What follows belongs to an exercise in optimizing a design on an open flow for small area, a short achievable clock period and few clock cycles; a production flow would make more cautious choices. No functional check of the RTL was part of any run shown here. Power figures rest on the tool's default switching activity, not on a simulated workload.

<file path="flow/config.mk">
export PLATFORM = sky130hd
export DESIGN_NAME = delta_list_sleep_queue
export DESIGN_NICKNAME = delta_list_sleep_queue
export VERILOG_FILES = /design/flow/design.v
export SDC_FILE = /design/flow/constraint.sdc
export NUM_CORES = 4
export LEC_CHECK = 0
export ABC_AREA = 1
export CAP_MARGIN = 20
export CORE_MARGIN = 2
export CORE_UTILIZATION = 60
export CTS_BUF_LIST = sky130_fd_sc_hd__clkbuf_8
export SETUP_SLACK_MARGIN = 4.2
export SLEW_MARGIN = 20
</file>
<file path="flow/constraint.sdc">
create_clock -name core_clock -period 7.0 [get_ports {i_clk}]
set_input_delay 1.4000 -clock core_clock [delete_from_list [all_inputs] [get_ports {i_clk}]]
set_output_delay 1.4000 -clock core_clock [all_outputs]
set_load 0.01 [all_outputs]
</file>
<file path="flow/design.v">
package dls_pkg;
    localparam int MAX_TASKS_DEF   = 16;
    localparam int DELAY_WIDTH_DEF = 16;
    localparam int ID_W       = 4;
    localparam int NUM_IDS    = 16;
    localparam int KIND_W     = 2;
    localparam int DELAY_IN_W = 16;
    localparam int STATUS_W   = 2;
    localparam int S_DATA_W   = 24;
    localparam int M_DATA_W   = 8;
    localparam logic [KIND_W-1:0] KIND_ADD    = 2'd0;
    localparam logic [KIND_W-1:0] KIND_REMOVE = 2'd1;
    localparam logic [KIND_W-1:0] KIND_TICK   = 2'd2;
    localparam logic [KIND_W-1:0] KIND_NOP    = 2'd3;
    localparam logic [STATUS_W-1:0] ST_DONE      = 2'd0;
    localparam logic [STATUS_W-1:0] ST_ZERO      = 2'd1;
    localparam logic [STATUS_W-1:0] ST_NOT_FOUND = 2'd2;
    localparam logic [STATUS_W-1:0] ST_WAITING   = 2'd3;
endpackage
module dls_cell #(
    parameter int DELAY_WIDTH = dls_pkg::DELAY_WIDTH_DEF
) (
    input  logic                   i_clk,
    input  logic                   i_we,
    input  logic [DELAY_WIDTH-1:0] i_due,
    input  logic                   i_one,
    input  logic                   i_move,
    input  logic [DELAY_WIDTH-1:0] i_now,
    output logic                   o_hit
);
    logic [DELAY_WIDTH-1:0] r_due;
    logic                   r_hit;
    always_ff @(posedge i_clk) begin
        if (i_we) begin
            r_due <= i_due;
            r_hit <= i_one;
        end else if (i_move) begin
            r_hit <= (r_due == i_now);
        end
    end
    assign o_hit = r_hit;
endmodule
module dls_ctrl (
    input  logic                               i_clk,
    input  logic                               i_rst_n,
    input  logic                               s_tvalid,
    output logic                               s_tready,
    input  logic [dls_pkg::KIND_W-1:0]         s_kind,
    input  logic [dls_pkg::ID_W-1:0]           s_id,
    input  logic [dls_pkg::DELAY_IN_W-1:0]     s_delay,
    output logic                               o_w_valid,
    output logic [dls_pkg::KIND_W-1:0]         o_w_kind,
    output logic [dls_pkg::ID_W-1:0]           o_w_id,
    output logic [dls_pkg::DELAY_IN_W-1:0]     o_w_delay,
    input  logic                               i_w_take,
    input  logic                               i_busy_next,
    input  logic                               i_push,
    input  logic [dls_pkg::M_DATA_W:0]         i_push_word,    
    output logic                               o_room,
    output logic                               m_tvalid,
    input  logic                               m_tready,
    output logic [dls_pkg::M_DATA_W:0]         m_word
);
    logic                           r_ready;
    logic                           r_w_valid;
    logic [dls_pkg::KIND_W-1:0]     r_w_kind;
    logic [dls_pkg::ID_W-1:0]       r_w_id;
    logic [dls_pkg::DELAY_IN_W-1:0] r_w_delay;
    logic                           r_v0, r_v1;
    logic [dls_pkg::M_DATA_W:0]     r_q0, r_q1;
    logic                           pop, w_valid_n, v0_n, v1_n;
    assign w_valid_n = (r_w_valid && !i_w_take) || (s_tvalid && r_ready);
    always_ff @(posedge i_clk) begin
        if (!i_rst_n) begin
            r_w_valid <= 1'b0;
            r_ready   <= 1'b1;
        end else begin
            r_w_valid <= w_valid_n;
            r_ready   <= !w_valid_n || !(i_busy_next || v1_n);
        end
        if (r_ready) begin
            r_w_kind  <= s_kind;
            r_w_id    <= s_id;
            r_w_delay <= s_delay;
        end
    end
    assign s_tready  = r_ready;
    assign o_w_valid = r_w_valid;
    assign o_w_kind  = r_w_kind;
    assign o_w_id    = r_w_id;
    assign o_w_delay = r_w_delay;
    assign pop    = r_v0 && m_tready;
    assign o_room = !r_v1;
    always_comb begin
        v0_n = r_v0;
        v1_n = r_v1;
        if (pop) begin
            v0_n = r_v1 || i_push;
            v1_n = 1'b0;
        end else if (i_push) begin
            v0_n = 1'b1;
            v1_n = r_v0;
        end
    end
    always_ff @(posedge i_clk) begin
        if (!i_rst_n) begin
            r_v0 <= 1'b0;
            r_v1 <= 1'b0;
        end else begin
            r_v0 <= v0_n;
            r_v1 <= v1_n;
        end
        if (pop) begin
            r_q0 <= r_v1 ? r_q1 : i_push_word;
        end else if (!r_v0) begin
            r_q0 <= i_push_word;
        end
        if (i_push && r_v0 && !pop) begin
            r_q1 <= i_push_word;
        end
    end
    assign m_tvalid = r_v0;
    assign m_word   = r_q0;
endmodule
module delta_list_sleep_queue #(
    parameter int MAX_TASKS   = dls_pkg::MAX_TASKS_DEF,
    parameter int DELAY_WIDTH = dls_pkg::DELAY_WIDTH_DEF
) (
    input  logic                            i_clk,
    input  logic                            i_rst_n,
    input  logic                            s_tvalid,
    output logic                            s_tready,
    input  logic [dls_pkg::S_DATA_W-1:0]    s_tdata,    
    input  logic [dls_pkg::KIND_W-1:0]      s_tuser,    
    output logic                            m_tvalid,
    input  logic                            m_tready,
    output logic [dls_pkg::M_DATA_W-1:0]    m_tdata,    
    output logic                            m_tlast
);
    localparam int IW = dls_pkg::ID_W;
    logic                           w_valid;
    logic [dls_pkg::KIND_W-1:0]     w_kind;
    logic [IW-1:0]                  w_id;
    logic [DELAY_WIDTH-1:0]         w_delay;
    logic                           room;
    logic                           push;
    logic [dls_pkg::M_DATA_W:0]     push_word;
    logic [dls_pkg::M_DATA_W:0]     m_word;
    logic                           r_rel;        
    logic [MAX_TASKS-1:0]           r_pend;       
    logic [MAX_TASKS-1:0]           r_wait;       
    logic [DELAY_WIDTH-1:0]         r_now;        
    logic [MAX_TASKS-1:0]           hit, due, cand, rest, first, set, clr, we, id_hit;
    logic                           id_wait;
    logic [DELAY_WIDTH-1:0]         new_due;
    logic                           take, act, is_add, is_rem, is_tick;
    logic                           add_ok, rem_ok, releasing, last, rel_n, moved;
    logic [IW-1:0]                  rel_id;
    logic [dls_pkg::STATUS_W-1:0]   status;
    dls_ctrl u_ctrl (
        .i_clk       (i_clk),
        .i_rst_n     (i_rst_n),
        .s_tvalid    (s_tvalid),
        .s_tready    (s_tready),
        .s_kind      (s_tuser),
        .s_id        (s_tdata[3:0]),
        .s_delay     (s_tdata[19:4]),
        .o_w_valid   (w_valid),
        .o_w_kind    (w_kind),
        .o_w_id      (w_id),
        .o_w_delay   (w_delay),
        .i_w_take    (take),
        .i_busy_next (rel_n),
        .i_push      (push),
        .i_push_word (push_word),
        .o_room      (room),
        .m_tvalid    (m_tvalid),
        .m_tready    (m_tready),
        .m_word      (m_word)
    );
    assign {m_tdata, m_tlast} = m_word;
    logic [DELAY_WIDTH-1:0] cs_s, cs_c;
    assign cs_s    = ~(r_now ^ w_delay) ^ DELAY_WIDTH'(1);
    assign cs_c    = {(r_now[DELAY_WIDTH-2:1] | w_delay[DELAY_WIDTH-2:1]),
                      (r_now[0] & w_delay[0]), 1'b0};
    assign new_due = cs_s + cs_c;
    for (genvar g = 0; g < MAX_TASKS; g++) begin : g_slot
        dls_cell #(
            .DELAY_WIDTH (DELAY_WIDTH)
        ) u_cell (
            .i_clk (i_clk),
            .i_we    (we[g]),
            .i_due   (new_due),
            .i_one   (w_delay == DELAY_WIDTH'(1)),
            .i_move  (moved),
            .i_now   (r_now),
            .o_hit   (hit[g])
        );
    end
    assign act     = room && !r_rel;                  
    assign take    = act && w_valid;
    assign is_add  = take && (w_kind == dls_pkg::KIND_ADD);
    assign is_rem  = take && (w_kind == dls_pkg::KIND_REMOVE);
    assign is_tick = take && (w_kind == dls_pkg::KIND_TICK);
    assign id_hit  = MAX_TASKS'(1) << w_id;
    assign id_wait = |(id_hit & r_wait);
    assign add_ok  = (w_delay != '0) && !id_wait;
    assign rem_ok  = id_wait;
    assign due  = r_wait & hit;
    assign cand = r_rel ? r_pend : due;
    always_comb begin
        logic below;
        below = 1'b0;
        for (int i = 0; i < MAX_TASKS; i++) begin
            first[i] = cand[i] && !below;
            rest[i]  = cand[i] && below;
            below    = below || cand[i];
        end
    end
    always_comb begin
        rel_id = '0;
        for (int i = 0; i < MAX_TASKS; i++) begin
            if (first[i]) rel_id = rel_id | IW'(i);
        end
    end
    assign releasing = room && (r_rel || (is_tick && (due != '0)));
    assign moved     = is_tick;
    assign last      = (rest == '0);
    assign rel_n     = releasing ? !last : r_rel;
    always_comb begin
        for (int i = 0; i < MAX_TASKS; i++) begin
            set[i] = is_add && (w_delay != '0) && id_hit[i] && !r_wait[i];
            clr[i] = (is_rem && id_hit[i]) || (is_tick && due[i]);
        end
    end
    assign we = set;
    always_comb begin
        if (w_kind == dls_pkg::KIND_ADD) begin
            status = (w_delay == '0) ? dls_pkg::ST_ZERO :
                     id_wait         ? dls_pkg::ST_WAITING : dls_pkg::ST_DONE;
        end else if (w_kind == dls_pkg::KIND_REMOVE) begin
            status = rem_ok ? dls_pkg::ST_DONE : dls_pkg::ST_NOT_FOUND;
        end else begin
            status = dls_pkg::ST_DONE;
        end
    end
    assign push = releasing || (take && (w_kind != dls_pkg::KIND_NOP));
    assign push_word = releasing ? {last, rel_id, 1'b1, dls_pkg::ST_DONE, last}
                                 : {1'b0, {IW{1'b0}}, 1'b0, status, 1'b1};
    always_ff @(posedge i_clk) begin
        if (!i_rst_n) begin
            r_rel  <= 1'b0;
            r_pend <= '0;
            r_wait <= '0;
            r_now  <= '0;
        end else begin
            r_rel  <= rel_n;
            if (releasing) begin
                r_pend <= rest;
            end
            r_wait <= (r_wait & ~clr) | set;
            if (moved) begin
                r_now <= r_now + DELAY_WIDTH'(1);
            end
        end
    end
endmodule
</file>
<file path="flow/run.sh">
#!/bin/bash
# synth_recipe.tcl (not shown) runs the flow's synth.tcl, then flattens the netlist and writes it again
# the make line also repeats each setting of config.mk as NAME=value (left out here)
make -C /OpenROAD-flow-scripts/flow DESIGN_CONFIG=/design/flow/config.mk WORK_HOME=/design/flow/orfs CLKGATE_MAP_FILE= SYNTH_SCRIPT=/design/flow/synth_recipe.tcl finish
</file>
==> flow_summary.rst, run 1 <==
.. list-table::
   :header-rows: 1

   * - Metric
     - Value
   * - Status
     - finished clean
   * - Largest vdd supply drop
     - 0.0001668 V
   * - Hold WC Path Type
     - reg -> reg
   * - Most used standard cells in the synthesized netlist
     - sky130_fd_sc_hd__edfxtp_1 (312), sky130_fd_sc_hd__nand2_1 (286), sky130_fd_sc_hd__inv_1 (143)
   * - Max-cap violation count
     - 0
   * - Cell Chain, Critical Path
     - clkinvlp_4 -> ha_1 -> inv_1 -> ha_2 -> nand2_1 -> nor2_1 -> a21oi_2 -> nor2_1 -> nor2_2 -> o21bai_4 -> nand3_1 -> nand2_2 -> xor2_4 -> buf_12
   * - Die span in x
     - around 170 um
   * - Layout Skew
     - 21.24 ps
   * - Required time at the worst-slack endpoint
     - approximately 7500 ps
   * - RSZ-0062 raised after global routing
     - true
   * - Power Total
     - around 4.8 mW
   * - Wire length of the first global-routing pass
     - 71,590 um
   * - Power per Cell Area
     - between 200 and 250 nW/um2
   * - Y dimension of the die
     - ~170 um
   * - WHS
     - around 470 ps
   * - Share of total power consumed by net switching
     - 24.87%
   * - Most area-consuming cells after synthesis
     - sky130_fd_sc_hd__edfxtp_1 (54%), sky130_fd_sc_hd__nand2_1 (6.2%), sky130_fd_sc_hd__dfxtp_1 (6.0%)
   * - End point of the critical path
     - g_slot[9].u_cell.r_due[12]
   * - Net switching power
     - roughly 1.2 mW
   * - Clock Latency Late Sink
     - about 620 ps
   * - Core region area
     - ~29,000 um2
   * - Post-place setup slack
     - approximately 3000 ps
   * - Area fraction of the dominant cell type after synthesis
     - around 54%
   * - Most numerous cell in the Yosys netlist
     - sky130_fd_sc_hd__edfxtp_1
   * - Standard-cell row count
     - 62
   * - Sequential Power Share
     - approximately half
   * - Hold path start
     - r_pend[1]
   * - Total Routing Usage GR
     - between 30% and 40%
   * - Relative slew slack
     - a little under a third
   * - Post-synthesis instance area
     - between 15,000 and 20,000 um2
   * - Number of buffers created by CTS
     - just under 60
   * - TritonCTS clock tree
     - built
   * - Startpoint of the worst-slack reg-to-reg timing path
     - r_now[7]
   * - Antenna violations before repair
     - 0
   * - Final TNS setup
     - 0 ps
   * - Share of cells above drive strength 1
     - roughly a fifth
   * - Fin crit period
     - 2740 ps
   * - Top cell by count, worst path
     - sky130_fd_sc_hd__nor2_1
   * - Critical path depth in cells
     - 14
   * - Synthesis Warnings
     - 3
   * - Final worst setup slack
     - roughly 4300 ps
   * - Number of design-rule violations left by the first detailed-router iteration
     - around 1.4k
   * - Data arrival time at the worst-slack endpoint
     - 3190 ps
   * - Sequential element share of the synthesized area
     - roughly three fifths
   * - Int Pwr
     - about 3.6 mW
   * - Setup-violating endpoint count in the final report
     - 0
   * - Via count of the first global-routing pass
     - 12.08k
   * - CP startpoint
     - r_now[7]
   * - FFs w/ async S/R, synth
     - 0%
   * - Combinational share of power
     - under 10%
   * - Final weighted congestion in routability-driven placement
     - between 0.8 and 0.9
   * - Family with the most delay on the worst path
     - adder cells
   * - Peak Freq
     - ~360 MHz
   * - Clock slew at the register clock pins of the worst setup and hold paths
     - approximately 60 ps
   * - Synthesized area per cell
     - ~11 um2
   * - Leakage power
     - about 7.7 nW
   * - Routed vias
     - approximately 13k
   * - Number of cells produced by synthesis
     - roughly 1.6k
   * - Crit. End Element
     - flop
   * - Most used DFF post-synth
     - sky130_fd_sc_hd__edfxtp_1
   * - Category of the most critical setup path
     - reg -> reg
   * - Average detailed-routed wire length per instance
     - about 22 um
   * - Area growth from synthesis to layout
     - 16.76%
   * - Final instance area
     - a little over 20,000 um2
   * - Depth of the worst register-to-register path
     - 14
   * - Flip-flop and latch count after synthesis
     - around 360
   * - Hold buffer count at CTS
     - 0
   * - Share of power burned in the clock network
     - between 30% and 40%
   * - Final #Nets
     - approximately 1.8k
   * - Starting density of the core
     - between 60 and 70%
   * - Critical Path Source Type
     - flop
   * - Distinct cells, synth
     - between 50 and 60
   * - Half-perimeter wire length after detailed placement
     - ~30,000 um
   * - Final Routed Wirelength
     - approximately 48,000 um
   * - Slowest CP cell
     - sky130_fd_sc_hd__dfxtp_1
   * - Number of H-tree levels
     - 2
   * - Worst-margin pin slew
     - 1039 ps
   * - Number of buffers added on ports
     - 36
   * - FF-to-FF setup slack
     - 4260 ps
   * - Clock root buffer
     - sky130_fd_sc_hd__clkbuf_8
   * - Total I/O pin count
     - between 40 and 50
   * - Total Die Area
     - 30,410 um2
   * - Max-slew violation count
     - 0
   * - Crit share post-route
     - about two fifths
   * - Bufs and invs on worst path
     - 3
   * - Antenna Violating Nets Remaining
     - 0
   * - Reg-to-reg critical path endpoint
     - g_slot[9].u_cell.r_due[12]
   * - Final hold vios
     - 0
   * - DRC violations left
     - 0
   * - Post-synth EDFFs
     - ~310
   * - Maximum clock insertion buffer count
     - 3
   * - Crit path max fanout
     - 16
   * - Number of iterations in the first detailed-routing pass
     - 5
   * - Sinks on Clock Net
     - ~360
   * - Global route total overflow
     - 0
   * - Avg Vias per Cell
     - roughly 6
   * - Post-synthesis net count
     - approximately 1.7k
   * - Cell taking the most area after synthesis
     - sky130_fd_sc_hd__edfxtp_1
   * - Pin count of the biggest net entering global routing
     - a little over 40
   * - Worst path max stage delay
     - approximately 390 ps
   * - Area post-placement
     - approximately 18,000 um2
[power groups by stage]
stage / combinational (mW) / clock [mW] / sequential (mW)
floorplan: 0.158 / 0 / 2.50
global placement: 0.358 / 0 / 2.51
CTS: 0.403 / 1.89 / 2.46
finish: 0.424 / 1.87 / 2.46
detailed placement: 0.364 / 0 / 2.51
global route: 0.441 / 1.98 / 2.46
[routing by layer]
layer / wire length (um) / vias up / part of all wire [%] / GRT usage [%]
li1: - / 5869 / - / -
met1: 19650 / 6109 / 41 / 43.53
met2: 22330 / 538 / 47 / 51.09
met3: 3949 / 120 / 8.3 / 5.402
met4: 1655 / 0 / 3.5 / 11.06
met5: 0 / - / 0 / 0
[cells in the final DEF (no fill, tap or decap), types with 55 or more instances in the layout]
cell type / count
sky130_fd_sc_hd__buf_4: 72
sky130_fd_sc_hd__or2_2: 80
sky130_fd_sc_hd__nand2_1: 280
sky130_fd_sc_hd__nand3_1: 58
sky130_fd_sc_hd__inv_1: 149
sky130_fd_sc_hd__a21oi_1: 57
sky130_fd_sc_hd__edfxtp_1: 312
sky130_fd_sc_hd__nor2_1: 55
sky130_fd_sc_hd__xnor2_1: 110
sky130_fd_sc_hd__nand4_1: 57
sky130_fd_sc_hd__clkbuf_8: 64
[per-stage QoR]
stage                     utilization (%)  instances
after CTS                           69.99       2132
final                               71.06       2156
after detailed placement            64.57       2008
after global routing                71.05       2155
after floorplan                         -       1607
after global placement              64.49       2008
[layout make-up]
type,instances,area (um2)
Fill cell,2082,8284
Timing Repair inverter,1,7.507
Clock inverter,45,320.3
Inverter,151,594.3
Antenna cell,1,2.502
Clock buffer,64,880.8
Sequential cell,364,10440
Timing Repair Buffer,120,1122
Multi-Input combinational cell,1026,6495
Tap cell,384,480.5
[flip-flops by register name (all words and copies together), names as in the netlist]
register             flops
g_slot.u_cell.r_due    256
r_rel                    1
u_ctrl.r_q0              9
r_now                   16
u_ctrl.r_v0              1
u_ctrl.r_w_kind          2
u_ctrl.r_w_delay        16
g_slot.u_cell.r_hit     16
u_ctrl.r_w_valid         1
u_ctrl.r_ready           1
r_pend                  15
r_wait                  16
u_ctrl.r_w_id            4
u_ctrl.r_v1              1
u_ctrl.r_q1              9
[kinds of logic after synthesis]
group                      count (synthesis)  synth area share (%)
and+or+nand+nor                          650                 18.52
DFF                                      364                 59.76
buffers and inverters                    217                 5.006
AOI/OAI and AO/OA                        196                 6.960
xor gates and xnor gates                 149                 7.491
adders and majority gates                 31                 2.270
[worst min-delay path, cell delays in order, from the launching register on]
cell and delay [ps]:
sky130_fd_sc_hd__dfxtp_1 300, sky130_fd_sc_hd__inv_1 70, sky130_fd_sc_hd__a21oi_1 60
[repair_timing]
item | 4_1_cts | 5_1_grt
buffers inserted | 13 | 23
endpoints found under the setup margin | 209 | 77
gates resized for setup | 57 | 35
pin swaps | 4 | 11
cloned | 2 | 0
[worst min-delay path by stage]
stage	cells past startpoint	to	slack, ps
floorplan	2	r_pend[1]	430
global placement	2	r_pend[1]	440
detailed placement	2	r_pend[1]	450
CTS	2	r_pend[1]	460
global route	2	r_pend[8]	490
finish	2	r_pend[1]	470
==> run 2: changes to the inputs <==
--- a/flow/config.mk
+++ b/flow/config.mk
@@ -5,7 +5,7 @@
 export SDC_FILE = /design/flow/constraint.sdc
 export NUM_CORES = 4
 export LEC_CHECK = 0
-export ABC_AREA = 1
+export ABC_AREA = 0
 export CAP_MARGIN = 20
 export CORE_MARGIN = 2
 export CORE_UTILIZATION = 60
==> run 2 against run 1 <==
Net effect: still clean on timing, DRC and antenna; clock-buffer cell count decreased by 2; critical path depth decreased by 4; flip-flop and latch count unchanged; clock power decreased by 7%; utilization increased by 1.8 points; first-iteration DRC count decreased by 18%; die area decreased by 2.0%; setup slack got worse by 500 ps; register-to-register slack got worse by 500 ps; worst hold slack got worse by 9.7 ps; final cell count decreased by 13%; highest routed layer is now met5.
==> flow_summary.rst, run 2 <==
.. list-table::
   :header-rows: 1

   * - Metric
     - Value
   * - Register bank with the most flops
     - g_slot.u_cell.r_due
   * - Final weighted congestion in routability-driven placement
     - 0.9033
   * - Y dimension of the die
     - 172.6 um
   * - Critical Path Source Type
     - flop
   * - Data arrival time at the worst-slack endpoint
     - ~3700 ps
   * - Antenna Violating Nets Remaining
     - 0
   * - Post-synth EDFFs
     - ~310
   * - Status
     - finished clean
   * - Die span in x
     - between 150 and 200 um
   * - Most area-consuming cells after synthesis
     - sky130_fd_sc_hd__edfxtp_1 (55%), sky130_fd_sc_hd__xor2_1 (13%), sky130_fd_sc_hd__dfxtp_1 (6.1%)
   * - Cell taking the most area after synthesis
     - sky130_fd_sc_hd__edfxtp_1
   * - Crit path max fanout
     - 12
   * - Most used standard cells in the synthesized netlist
     - sky130_fd_sc_hd__edfxtp_1 (312), sky130_fd_sc_hd__xor2_1 (261), sky130_fd_sc_hd__nand2_1 (101)
   * - Final hold vios
     - 0
   * - TritonCTS clock tree
     - built
   * - Final Routed Wirelength
     - approximately 46,000 um
   * - Met3 usage in global routing
     - 5.563%
   * - Final #Nets
     - about 1.5k
   * - Post-synthesis net count
     - approximately 1.4k
   * - Final TNS setup
     - 0 ps
   * - Max-slew violation count
     - 0
   * - Hold WC Path Type
     - reg -> reg
   * - Most numerous cell in the Yosys netlist
     - sky130_fd_sc_hd__edfxtp_1
   * - Avg Vias per Cell
     - 5.959
   * - Area growth from synthesis to layout
     - 18.99%
   * - Busiest layer in global routing
     - met2
   * - Met1 usage
     - a little over two fifths
   * - Max-cap violation count
     - 0
   * - RSZ-0062 raised after global routing
     - true
   * - Layout Skew
     - 27.83 ps
   * - Pin count of the biggest net entering global routing
     - between 50 and 60
   * - Area fraction of the dominant cell type after synthesis
     - ~55%
   * - Commonest cells after routing, fill and taps aside
     - sky130_fd_sc_hd__edfxtp_1 (312), sky130_fd_sc_hd__xor2_1 (258), sky130_fd_sc_hd__nand2_1 (101), sky130_fd_sc_hd__inv_1 (81), sky130_fd_sc_hd__nor4_1 (68)
   * - Peak Freq
     - a little over 300 MHz
   * - Post-synthesis instance area
     - 17,060 um2
   * - Number of iterations in the first detailed-routing pass
     - 5
   * - Wire length of the first global-routing pass
     - ~67,000 um
   * - Number of buffers created by CTS
     - 58
   * - Global route total overflow
     - 0
   * - Core region area
     - around 28,000 um2
   * - Crit share post-route
     - a little under half
   * - Hold buffer count at CTS
     - 0
   * - Utilization after layout
     - between 70% and 80%
   * - Most used DFF post-synth
     - sky130_fd_sc_hd__edfxtp_1
   * - Standard-cell row count
     - 61
   * - Leakage power
     - roughly 8.1 nW
   * - Flip-flop and latch count after synthesis
     - ~360
   * - Number of cells produced by synthesis
     - 1,327
   * - Diode insertion count for antenna repair
     - 0
   * - Fraction of met2 tracks used by global routing
     - just under 50%
   * - Fin crit period
     - 3242 ps
   * - Category of the most critical setup path
     - reg -> reg
   * - Setup-violating endpoint count in the final report
     - 0
   * - Largest vdd supply drop
     - about 0.00024 V
   * - Crit. End Element
     - flop
   * - Total Routing Usage GR
     - between 30% and 40%
   * - Synthesized area per cell
     - ~13 um2
   * - Power per Cell Area
     - 229.9 nW/um2
   * - CP startpoint
     - u_ctrl.r_w_delay[0]
   * - Startpoint of the worst-slack reg-to-reg timing path
     - u_ctrl.r_w_delay[0]
   * - Share of cells above drive strength 1
     - between 15 and 20%
   * - Synthesis Warnings
     - 3
   * - Maximum clock insertion buffer count
     - 3
   * - Via count of the first global-routing pass
     - between 10k and 15k
   * - Number of buffers added on ports
     - 36
   * - Most common cell after layout, fill and taps aside
     - sky130_fd_sc_hd__edfxtp_1
   * - Number of design-rule violations left by the first detailed-router iteration
     - 1,130
   * - Largest register FFs
     - approximately 260
   * - Worst-margin pin slew
     - 859.3 ps
   * - Antenna violations before repair
     - 2
   * - Routed vias
     - around 11k
   * - Average detailed-routed wire length per instance
     - approximately 24 um
   * - Sequential element share of the synthesized area
     - about three fifths
   * - Clock root buffer
     - sky130_fd_sc_hd__clkbuf_8
   * - Clock Latency Late Sink
     - between 600 and 700 ps
   * - Relative slew slack
     - a little over two fifths
   * - FFs w/ async S/R, synth
     - 0%
   * - Starting density of the core
     - between 60% and 70%
   * - Total I/O pin count
     - 41
   * - Number of fillers in the final layout
     - 1,898
   * - Hold path start
     - r_pend[2]
   * - Half-perimeter wire length after detailed placement
     - ~25,000 um
   * - Sinks on Clock Net
     - between 300 and 400
   * - Total Die Area
     - between 20,000 and 30,000 um2
   * - Required time at the worst-slack endpoint
     - ~7500 ps
   * - Distinct cells, synth
     - 74
   * - Number of H-tree levels
     - 2
   * - Clock slew at the register clock pins of the worst setup and hold paths
     - about 60 ps
   * - DRC violations left
     - 0
==> run 2: cell count changes after synthesis, moves of 38 or more <==
cell,previous run,this run
sky130_fd_sc_hd__nor2_1,58,18
sky130_fd_sc_hd__inv_1,143,75
sky130_fd_sc_hd__o21ai_0,56,18
sky130_fd_sc_hd__xnor2_1,111,22
sky130_fd_sc_hd__nand2_1,286,101
sky130_fd_sc_hd__a21oi_1,65,14
sky130_fd_sc_hd__or2_2,80,4
sky130_fd_sc_hd__xor2_1,38,261
==> run 2: logic make-up (layout without fill, tap and decap cells) <==
logic type,count (synthesis),in the layout,synth area share (%)
flops,364,364,61.01
fa+ha+maj,32,32,2.376
simple gates,337,337,10.82
buf+inv,136,301,3.102
mux,25,25,1.547
xor+xnor,283,283,14.53
compound gates,150,151,6.622
==> run 2: routing by layer <==
layer | up-vias | part of all wire (%) | routed length [um]
met5 | - | 0.068 | 31
met3 | 146 | 8.3 | 3801
li1 | 5067 | - | -
met1 | 5458 | 41 | 18760
met4 | 4 | 4.4 | 1998
met2 | 474 | 46 | 21180
==> run 2: layout make-up <==
| type | count | area [um2] | share of cell area (%) |
|---|---|---|---|
| tap | 378 | 473.0 | 2.329 |
| multi-input combinational | 828 | 6501 | 32.02 |
| timing repair buffer | 117 | 1463 | 7.204 |
| inverter | 76 | 330.3 | 1.627 |
| sequential | 364 | 10430 | 51.36 |
| clock buffer | 62 | 853.3 | 4.203 |
| clock inverter | 46 | 255.2 | 1.257 |
==> run 2: path summary, 6_finish.rpt <==
check                                              endpoint  slack, ps  cells after the start
worst max-delay path            g_slot[12].u_cell.r_due[15]       3760                     10
worst min-delay path                              r_pend[2]        460                      2
worst min register to register                    r_pend[2]        460                      2
worst max register to register  g_slot[12].u_cell.r_due[15]       3760                     10
==> run 2: repair_timing <==
| item | CTS | global route |
|---|---|---|
| pin swaps | 12 | 6 |
| endpoints found under the hold margin | 0 | 0 |
| endpoints found under the setup margin | 467 | 400 |
| cloned | 9 | 1 |
| setup buffers | 33 | 7 |
| resized for setup | 98 | 25 |
==> run 2: where the power goes <==
group	switching, mW	total, mW	internal [mW]	leakage (nW)
clock network	0.835	1.73	0.893	0.648
logic	0.296	0.472	0.176	4.20
registers	0.0187	2.47	2.45	3.29
total	1.15	4.67	3.52	8.14
==> run 2: per-stage QoR <==
stage / setup slack (ps) / total power [mW] / hold WS, ps / area [um2] / cells
finish: 3758 / 4.667 / 455.9 / 20300 / 1871
global route: 3661 / 4.802 / 479.3 / 20300 / 1871
CTS: 3827 / 4.673 / 453.6 / 20120 / 1863
detailed placement: 2958 / 2.880 / 445.2 / 18060 / 1713
global placement: 2976 / 2.875 / 437.9 / 18060 / 1712
floorplan: 3627 / 2.678 / 431.0 / 17250 / 1327
==> run 2: critical path, stage by stage, from the launching register on <==
cell and delay, ps:
sky130_fd_sc_hd__edfxtp_1 470, sky130_fd_sc_hd__ha_2 240, sky130_fd_sc_hd__ha_4 160, sky130_fd_sc_hd__fa_2 340, sky130_fd_sc_hd__a211o_1 310, sky130_fd_sc_hd__a2111oi_4 350
sky130_fd_sc_hd__o31ai_2 120, sky130_fd_sc_hd__o41a_1 380, sky130_fd_sc_hd__or4_4 440, sky130_fd_sc_hd__nand3_4 110, sky130_fd_sc_hd__buf_12 160
==> run 3: changes to the inputs <==
--- a/flow/design.v
+++ b/flow/design.v
@@ -150,8 +150,7 @@
     logic [MAX_TASKS-1:0]           r_pend;       
     logic [MAX_TASKS-1:0]           r_wait;       
     logic [DELAY_WIDTH-1:0]         r_now;        
-    logic [MAX_TASKS-1:0]           hit, due, cand, rest, first, set, clr, we, id_hit;
-    logic                           id_wait;
+    logic [MAX_TASKS-1:0]           hit, due, cand, rest, first, set, clr, we;
     logic [DELAY_WIDTH-1:0]         new_due;
     logic                           take, act, is_add, is_rem, is_tick;
     logic                           add_ok, rem_ok, releasing, last, rel_n, moved;
@@ -202,10 +201,8 @@
     assign is_add  = take && (w_kind == dls_pkg::KIND_ADD);
     assign is_rem  = take && (w_kind == dls_pkg::KIND_REMOVE);
     assign is_tick = take && (w_kind == dls_pkg::KIND_TICK);
-    assign id_hit  = MAX_TASKS'(1) << w_id;
-    assign id_wait = |(id_hit & r_wait);
-    assign add_ok  = (w_delay != '0) && !id_wait;
-    assign rem_ok  = id_wait;
+    assign add_ok  = (w_delay != '0) && !r_wait[w_id];
+    assign rem_ok  = r_wait[w_id];
     assign due  = r_wait & hit;
     assign cand = r_rel ? r_pend : due;
     always_comb begin
@@ -229,15 +226,15 @@
     assign rel_n     = releasing ? !last : r_rel;
     always_comb begin
         for (int i = 0; i < MAX_TASKS; i++) begin
-            set[i] = is_add && (w_delay != '0) && id_hit[i] && !r_wait[i];
-            clr[i] = (is_rem && id_hit[i]) || (is_tick && due[i]);
+            set[i] = is_add && add_ok && (w_id == IW'(i));
+            clr[i] = (is_rem && (w_id == IW'(i))) || (is_tick && due[i]);
         end
     end
     assign we = set;
     always_comb begin
         if (w_kind == dls_pkg::KIND_ADD) begin
             status = (w_delay == '0) ? dls_pkg::ST_ZERO :
-                     id_wait         ? dls_pkg::ST_WAITING : dls_pkg::ST_DONE;
+                     r_wait[w_id]    ? dls_pkg::ST_WAITING : dls_pkg::ST_DONE;
         end else if (w_kind == dls_pkg::KIND_REMOVE) begin
             status = rem_ok ? dls_pkg::ST_DONE : dls_pkg::ST_NOT_FOUND;
         end else begin
--- a/flow/config.mk
+++ b/flow/config.mk
@@ -5,7 +5,6 @@
 export SDC_FILE = /design/flow/constraint.sdc
 export NUM_CORES = 4
 export LEC_CHECK = 0
-export ABC_AREA = 0
 export CAP_MARGIN = 20
 export CORE_MARGIN = 2
 export CORE_UTILIZATION = 60
==> run 3 against run 2 <==
Net effect: critical path depth is the same; register-to-register slack better by 250 ps; first-iteration DRC count up 5.9%; via count up 1.5%; combinational power about the same; final cell count up 1.5%; critical path type unchanged; critical endpoint is now g_slot[11].u_cell.r_due[6].
==> flow_summary.rst, run 3 <==
.. list-table::
   :header-rows: 1

   * - Metric
     - Value
   * - Global route total overflow
     - 0
   * - Total Die Area
     - 29,570 um2
   * - Number of iterations in the first detailed-routing pass
     - 5
   * - Share of cells above drive strength 1
     - around 18%
   * - TritonCTS clock tree
     - built
   * - Crit path max fanout
     - 16
   * - Number of H-tree levels
     - 2
   * - Data arrival time at the worst-slack endpoint
     - between 3000 and 4000 ps
   * - Area post-placement
     - approximately 18,000 um2
   * - Register bank with the most flops
     - g_slot.u_cell.r_due
   * - Power per Cell Area
     - around 230 nW/um2
   * - Worst-margin pin slew
     - between 1000 and 1500 ps
   * - Final weighted congestion in routability-driven placement
     - just over 0.9
   * - Startpoint of the worst-slack reg-to-reg timing path
     - u_ctrl.r_w_id[0]
   * - Via count of the first global-routing pass
     - roughly 11k
   * - FF-to-FF setup slack
     - about 4000 ps
   * - Clock Latency Late Sink
     - 610 ps
   * - Area growth from synthesis to layout
     - 21.42%
   * - Relative slew slack
     - roughly a quarter
   * - Sinks on Clock Net
     - ~360
   * - Final TNS setup
     - 0 ps
   * - Pin count of the biggest net entering global routing
     - 53
   * - Most used standard cells in the synthesized netlist
     - sky130_fd_sc_hd__edfxtp_1 (312), sky130_fd_sc_hd__xnor2_1 (227), sky130_fd_sc_hd__nand2_1 (115)
   * - Die span in x
     - about 170 um
   * - Diode insertion count for antenna repair
     - 0
   * - Utilization after layout
     - about three quarters
   * - Net switching power
     - 1.143 mW
   * - Category of the most critical setup path
     - reg -> reg
   * - Max-slew violation count
     - 0
   * - Peak Freq
     - 334.5 MHz
   * - Half-perimeter wire length after detailed placement
     - 25,130 um
   * - Core region area
     - between 20,000 and 30,000 um2
   * - Standard-cell row count
     - 61
   * - Post-synth EDFFs
     - ~310
   * - Antenna Violating Nets Remaining
     - 0
   * - Sequential element share of the synthesized area
     - around three fifths
   * - End point of the critical path
     - g_slot[11].u_cell.r_due[6]
   * - Layout Skew
     - ~27 ps
   * - Share of power burned in the clock network
     - approximately 37%
   * - Required time at the worst-slack endpoint
     - roughly 7300 ps
   * - Count of placed standard cells in the final layout, fillers left out
     - roughly 1.9k
   * - Setup-violating endpoint count in the final report
     - 0
   * - DP Cell Count
     - between 1.5k and 2k
   * - Sequential Power Share
     - 52.7%
   * - Fin crit period
     - ~3000 ps
   * - CP startpoint
     - u_ctrl.r_w_id[0]
   * - DRC violations left
     - 0
   * - Average detailed-routed wire length per instance
     - ~24 um
   * - Status
     - finished clean
   * - Hold WC Path Type
     - reg -> reg
   * - Post-synthesis instance area
     - roughly 17,000 um2
   * - Commonest cells after routing, fill and taps aside
     - sky130_fd_sc_hd__edfxtp_1 (312), sky130_fd_sc_hd__xnor2_1 (221), sky130_fd_sc_hd__nand2_1 (105), sky130_fd_sc_hd__inv_1 (75)
   * - Flip-flop and latch count after synthesis
     - between 300 and 400
   * - Combinational share of power
     - 10.1%
   * - Depth of the worst register-to-register path
     - 10
   * - RSZ-0062 raised after global routing
     - true
   * - Area fraction of the dominant cell type after synthesis
     - 55.35%
   * - Number of cells produced by synthesis
     - between 1k and 1.5k
   * - Final instance area
     - between 20,000 and 25,000 um2
   * - Number of buffers added on ports
     - 36
   * - Synthesis Warnings
     - 3
   * - Share of total power consumed by net switching
     - between 20 and 25%
   * - Largest register FFs
     - between 200 and 300
   * - Most used DFF post-synth
     - sky130_fd_sc_hd__edfxtp_1
   * - Hold path start
     - r_pend[14]
   * - FFs w/ async S/R, synth
     - 0%
   * - Crit. End Element
     - flop
   * - Crit share post-route
     - 42.71%
   * - Number of buffers created by CTS
     - 59
   * - Most common cell after layout, fill and taps aside
     - sky130_fd_sc_hd__edfxtp_1
   * - Post-synthesis net count
     - 1,391
   * - Maximum clock insertion buffer count
     - 3
   * - Most area-consuming cells after synthesis
     - sky130_fd_sc_hd__edfxtp_1 (55%), sky130_fd_sc_hd__xnor2_1 (12%), sky130_fd_sc_hd__dfxtp_1 (6.2%)
   * - Final #Nets
     - about 1.5k
   * - Clock slew at the register clock pins of the worst setup and hold paths
     - approximately 60 ps
   * - Final hold vios
     - 0
   * - Number of design-rule violations left by the first detailed-router iteration
     - around 1.2k
   * - Reg-to-reg critical path endpoint
     - g_slot[11].u_cell.r_due[6]
   * - Int Pwr
     - roughly 3.5 mW
   * - Starting density of the core
     - 60.93%
   * - Final Routed Wirelength
     - roughly 46,000 um
   * - Wire length of the first global-routing pass
     - about 67,000 um
   * - Cell taking the most area after synthesis
     - sky130_fd_sc_hd__edfxtp_1
   * - Routed vias
     - between 10k and 15k
   * - Y dimension of the die
     - ~170 um
   * - Antenna violations before repair
     - 3
   * - Clock root buffer
     - sky130_fd_sc_hd__clkbuf_8
   * - Number of fillers in the final layout
     - between 1.5k and 2k
   * - Max-cap violation count
     - 0
   * - Distinct cells, synth
     - 63
   * - Total I/O pin count
     - 41
   * - Most numerous cell in the Yosys netlist
     - sky130_fd_sc_hd__edfxtp_1
   * - Largest vdd supply drop
     - 0.0001853 V
   * - Critical Path Source Type
     - flop
   * - Avg Vias per Cell
     - 5.957
   * - Total Routing Usage GR
     - a little under a third
   * - Synthesized area per cell
     - around 13 um2
   * - Leakage power
     - about 7.0 nW
   * - Hold buffer count at CTS
     - 0
-- run 3: changes by cell type after synthesis, sizes merged, moves of 11 or more --
cell and delta:
mux2i -18, nand2 +14, nand4 +38, nor4 -38, o21ai +11, xnor2 +205
xor2 -207
-- run 3: routing by layer --
layer  GRT usage [%]  wire length [um]  vias to the layer above
met5               0                 8                        -
met4           12.28              1794                        2
met3           5.608              3637                      126
met2           50.06             21620                      477
met1           43.11             19030                     5587
li1                -                 -                     5120
-- run 3: power groups by stage --
stage	Combinational [mW]	Sequential, mW	Clock (mW)
2_1_floorplan	0.159	2.51	0
3_3_place_gp	0.373	2.51	0
3_5_place_dp	0.378	2.51	0
4_1_cts	0.407	2.46	1.78
5_1_grt	0.485	2.46	1.87
6_report	0.470	2.46	1.74
-- run 3: cell families (layout without fill, tap and decap cells) --
group / Yosys count / after routing / share of synthesized area [%]
flip-flops: 364 / 364 / 61.50
AND/OR/NAND/NOR: 346 / 346 / 10.73
XOR/XNOR: 281 / 281 / 14.54
AO/OA/AOI/OAI: 162 / 163 / 6.786
buffers and inverters: 135 / 325 / 3.053
adder cells (fa/ha/maj): 31 / 31 / 2.336
multiplexers: 11 / 11 / 1.050
-- run 3: timing repair --
item | in CTS | in global routing
buffers inserted | 40 | 20
gates resized for setup | 93 | 54
gates cloned | 6 | 5
endpoints found under the setup margin | 520 | 431
pin swaps | 4 | 15
-- run 3: through the flow --
stage               setup slack, ps  hold WS [ps]  power, mW
global route                   3951         488.4      4.816
floorplan                      4048         441.2      2.664
detailed placement             3469         456.4      2.887
finish                         4010         462.8      4.677
global placement               3469         449.2      2.882
CTS                            4075         465.1      4.645
-- run 3: layout make-up --
cell class | count | area (um2) | area share (%)
flip-flops and latches | 364 | 10420 | 50.69
repair buffers | 138 | 1663 | 8.091
inverters | 81 | 372.9 | 1.814
clock inverters | 43 | 267.8 | 1.303
repair inverters | 1 | 7.507 | 0.03653
multi-input cells | 832 | 6496 | 31.61
well taps | 378 | 473.0 | 2.301
clock buffers | 62 | 853.3 | 4.152
-- run 3: critical path, cell delays in order (launching register included) --
cell                         delay [ps]
sky130_fd_sc_hd__edfxtp_1           450
sky130_fd_sc_hd__buf_6              140
sky130_fd_sc_hd__mux4_2             500
sky130_fd_sc_hd__mux4_2             560
sky130_fd_sc_hd__a41oi_4            260
sky130_fd_sc_hd__buf_6              150
sky130_fd_sc_hd__buf_8              140
sky130_fd_sc_hd__buf_6              110
sky130_fd_sc_hd__nand3_4            100
sky130_fd_sc_hd__clkinvlp_4         150
sky130_fd_sc_hd__buf_12             150
-- run 3: worst min-delay path by stage --
stage / cells after the start / end
after floorplan: 2 / r_pend[11]
after global placement: 2 / r_pend[5]
after detailed placement: 2 / r_pend[14]
after CTS: 2 / r_pend[14]
after global routing: 2 / r_pend[7]
final: 2 / r_pend[14]

## separate check: timing with driven ports
In the flow no input, the clock included, has a driving cell. The finished layouts below were timed again as built, in two steps. Step 1, drivers: a clkbuf_16 drives i_clk and a buf_2 each remaining input, both assumed. Step 2 also shifts input and output timing later by t, the mid clock arrival at the registers, as if the neighbouring blocks saw the same clock. a / b / c = ideal / step 1 / step 2; a / b = the first two.
| run | t, ns | slack for setup (ns) | clock arrival spread, ns | slew at the worst register clock pin (ns) | worst data-port slew with drivers (ns) |
|---|---|---|---|---|---|
| run 1 | 0.658 | 4.260 / 4.260 / 3.728 | 0.022 / 0.022 | 0.07 / 0.07 | 0.04 |
| run 2 | 0.665 | 3.758 / 3.758 / 3.758 | 0.029 / 0.029 | 0.07 / 0.07 | 0.03 |
| run 3 | 0.645 | 4.010 / 4.010 / 3.808 | 0.027 / 0.027 | 0.07 / 0.07 | 0.03 |
After both steps every run listed still meets setup and hold. The setup slack of run 1, which loses most, moves by 0.000 ns with the drivers and by -0.532 ns with both steps.
